What follows belongs to an exercise in optimizing a design on an open flow for small area, a short achievable clock period and few clock cycles; a production flow would make more cautious choices.
The RTL was checked by simulation tests, not by an equivalence proof against the original design.
Power and IR drop assume default switching activity.

Setup of job 101:
## text_command_line_parser_top
module text_command_line_parser_top #(
    parameter int MAX_LINE_CHARS = 63
) (
    input  logic        clk,
    input  logic        rst_n,
    input  logic        rx_valid,
    output logic        rx_ready,
    input  logic [7:0]  rx_byte,
    output logic        cmd_valid,
    input  logic        cmd_ready,
    output logic [1:0]  cmd_kind,
    output logic [31:0] pitch_centideg,
    output logic [31:0] turn_rate_hz
);
==> flow/config.mk <==
export PLATFORM = sky130hd
export DESIGN_NAME = text_command_line_parser_top
export DESIGN_NICKNAME = text_command_line_parser_top
export VERILOG_FILES = /design/flow/design.v
export SDC_FILE = /design/flow/constraint.sdc
export NUM_CORES = 4
export LEC_CHECK = 0
export CAP_MARGIN = 20
export CORE_MARGIN = 2
export CORE_UTILIZATION = 40
export SLEW_MARGIN = 20
==> flow/constraint.sdc <==
create_clock -name core_clock -period 12.0 [get_ports {clk}]
set_input_delay 2.4000 -clock core_clock [delete_from_list [all_inputs] [get_ports {clk}]]
set_output_delay 2.4000 -clock core_clock [all_outputs]
set_load 0.01 [all_outputs]
standard.sh (not shown) runs the stock make flow with config.mk's settings and CLKGATE_MAP_FILE= SYNTH_SCRIPT=/design/flow/synth_recipe.tcl, a recipe that flattens the netlist after the stock synthesis.
==> flow/flow/run.sh <==
#!/bin/bash
# Standard ORFS layout (same SDC and clock period). Ports get buf_2 buffers, and
# timing repair aims for setup slack 8.5 ns at the design's period.
set -euo pipefail
bash standard.sh "BUFFER_PORTS_ARGS=-buffer_cell sky130_fd_sc_hd__buf_2" SETUP_SLACK_MARGIN=8.5 CORE_UTILIZATION=75 finish > standard_flow.log 2>&1
What ended job 101 was a tool error in 5_1_grt; the run never finished.
Testbench counts of job 101, summed over its fixed seeds: cycles 40,726.
Edits applied to the flow inputs when going from job 101 to job 102:
==> flow/flow/run.sh <==
#!/bin/bash
# Standard ORFS layout (same SDC and clock period). Ports get buf_2 buffers, and
# timing repair aims for setup slack 8.5 ns at the design's period.
set -euo pipefail
bash standard.sh "BUFFER_PORTS_ARGS=-buffer_cell sky130_fd_sc_hd__buf_2" SETUP_SLACK_MARGIN=8.5 CORE_UTILIZATION=60 finish > standard_flow.log 2>&1
### Flow results
- Of job 102 and job 101, only job 101 never reached the final stage.
- Job 101: it failed during 5_1_grt, and the tool reported GRT-0232.
- Height of the die, job 102 and job 101: lower on job 101
- Re number of instances in the synthesized netlist: no difference whatsoever between job 101 and job 102.
- Job 102 vs. job 101: post-synthesis adder-cell area fraction has remained practically unchanged, weighted congestion reported at the end of routability-driven placement has decreased.
diff inputs: job 102 => job 103
==> flow/flow/run.sh <==
#!/bin/bash
# Standard ORFS layout (same SDC and clock period). Ports get buf_2 buffers, and
# timing repair aims for setup slack 8.5 ns at the design's period.
set -euo pipefail
bash standard.sh "BUFFER_PORTS_ARGS=-buffer_cell sky130_fd_sc_hd__buf_2" SETUP_SLACK_MARGIN=8.5  finish > standard_flow.log 2>&1
--- outcome ---
Taking job 102 as the reference, in job 103 clock skew -0.0087 ns; non-clock buffer count down 5.8%; highest ir drop seen on vdd has decreased; height of the die rose by about 22%; detailed-routing wirelength on met1 saw an increase.
Relative to job 103, the following input files were edited for job 104:
==> flow/flow/run.sh <==
#!/bin/bash
# Standard ORFS layout (same SDC and clock period). Ports get buf_2 buffers, and
# timing repair aims for setup slack 8.5 ns at the design's period.
set -euo pipefail
bash standard.sh "BUFFER_PORTS_ARGS=-buffer_cell sky130_fd_sc_hd__buf_2" SETUP_SLACK_MARGIN=8.5 CORE_UTILIZATION=67 finish > standard_flow.log 2>&1
Findings:
Power density over the cells in job 104 is about 6% below job 103.
Between job 103 and job 104, global-route track usage on met3 increased.
Job 104 vs job 103 on logic gate share of total power: job 104 is the higher one.
Job 104 vs job 103, launching instance or port of the critical path: negsel vs selS_h
Looking at job 104 and job 103, the net count after synthesis is a wash.
The post-route clock period utilization on job 103 is in line with that on job 104.
No stage failed in job 104, and the final checks on the layout all came back clean.
Comparing job 104 and job 103, highest clock frequency the design can meet is higher on job 103.
Sort job 104 and job 103 by time the worst path needs with I/O delays and setup desc -> top: job 104
Relative to job 103, post-synthesis to final-layout area growth has increased by 0.72 points in job 104.
Buffers inserted during post-CTS setup optimization (job 104 over job 103): decrease, 1

==> re-timing with driven ports <==
In the flow no input, the clock included, has a driving cell. The finished layouts below were timed again as built, in two steps. Step 1 (the two cells are an assumption about what drives the block):
set clk [get_ports {clk}]
set_driving_cell -lib_cell sky130_fd_sc_hd__clkbuf_16 $clk
set_driving_cell -lib_cell sky130_fd_sc_hd__buf_2 [delete_from_list [all_inputs] $clk]
Step 2 moves the port delays by t, midway between the first and last clock arrival at a register: inputs arrive t later, outputs are due t later. That takes back most of the time a late clock gives input paths. Three values: ideal, step 1, step 2; two values: the first two.
| run | shift t [ns] | slack for setup (ns) | worst slew at a driven data input, ns |
|---|---|---|---|
| job 102 | 0.381 | 8.481 / 8.463 / 8.481 | 0.03 |
| job 103 | 0.384 | 8.348 / 8.309 / 8.512 | 0.03 |
| job 104 | 0.384 | 8.331 / 8.308 / 8.331 | 0.04 |
After both steps every run listed still meets setup and hold.
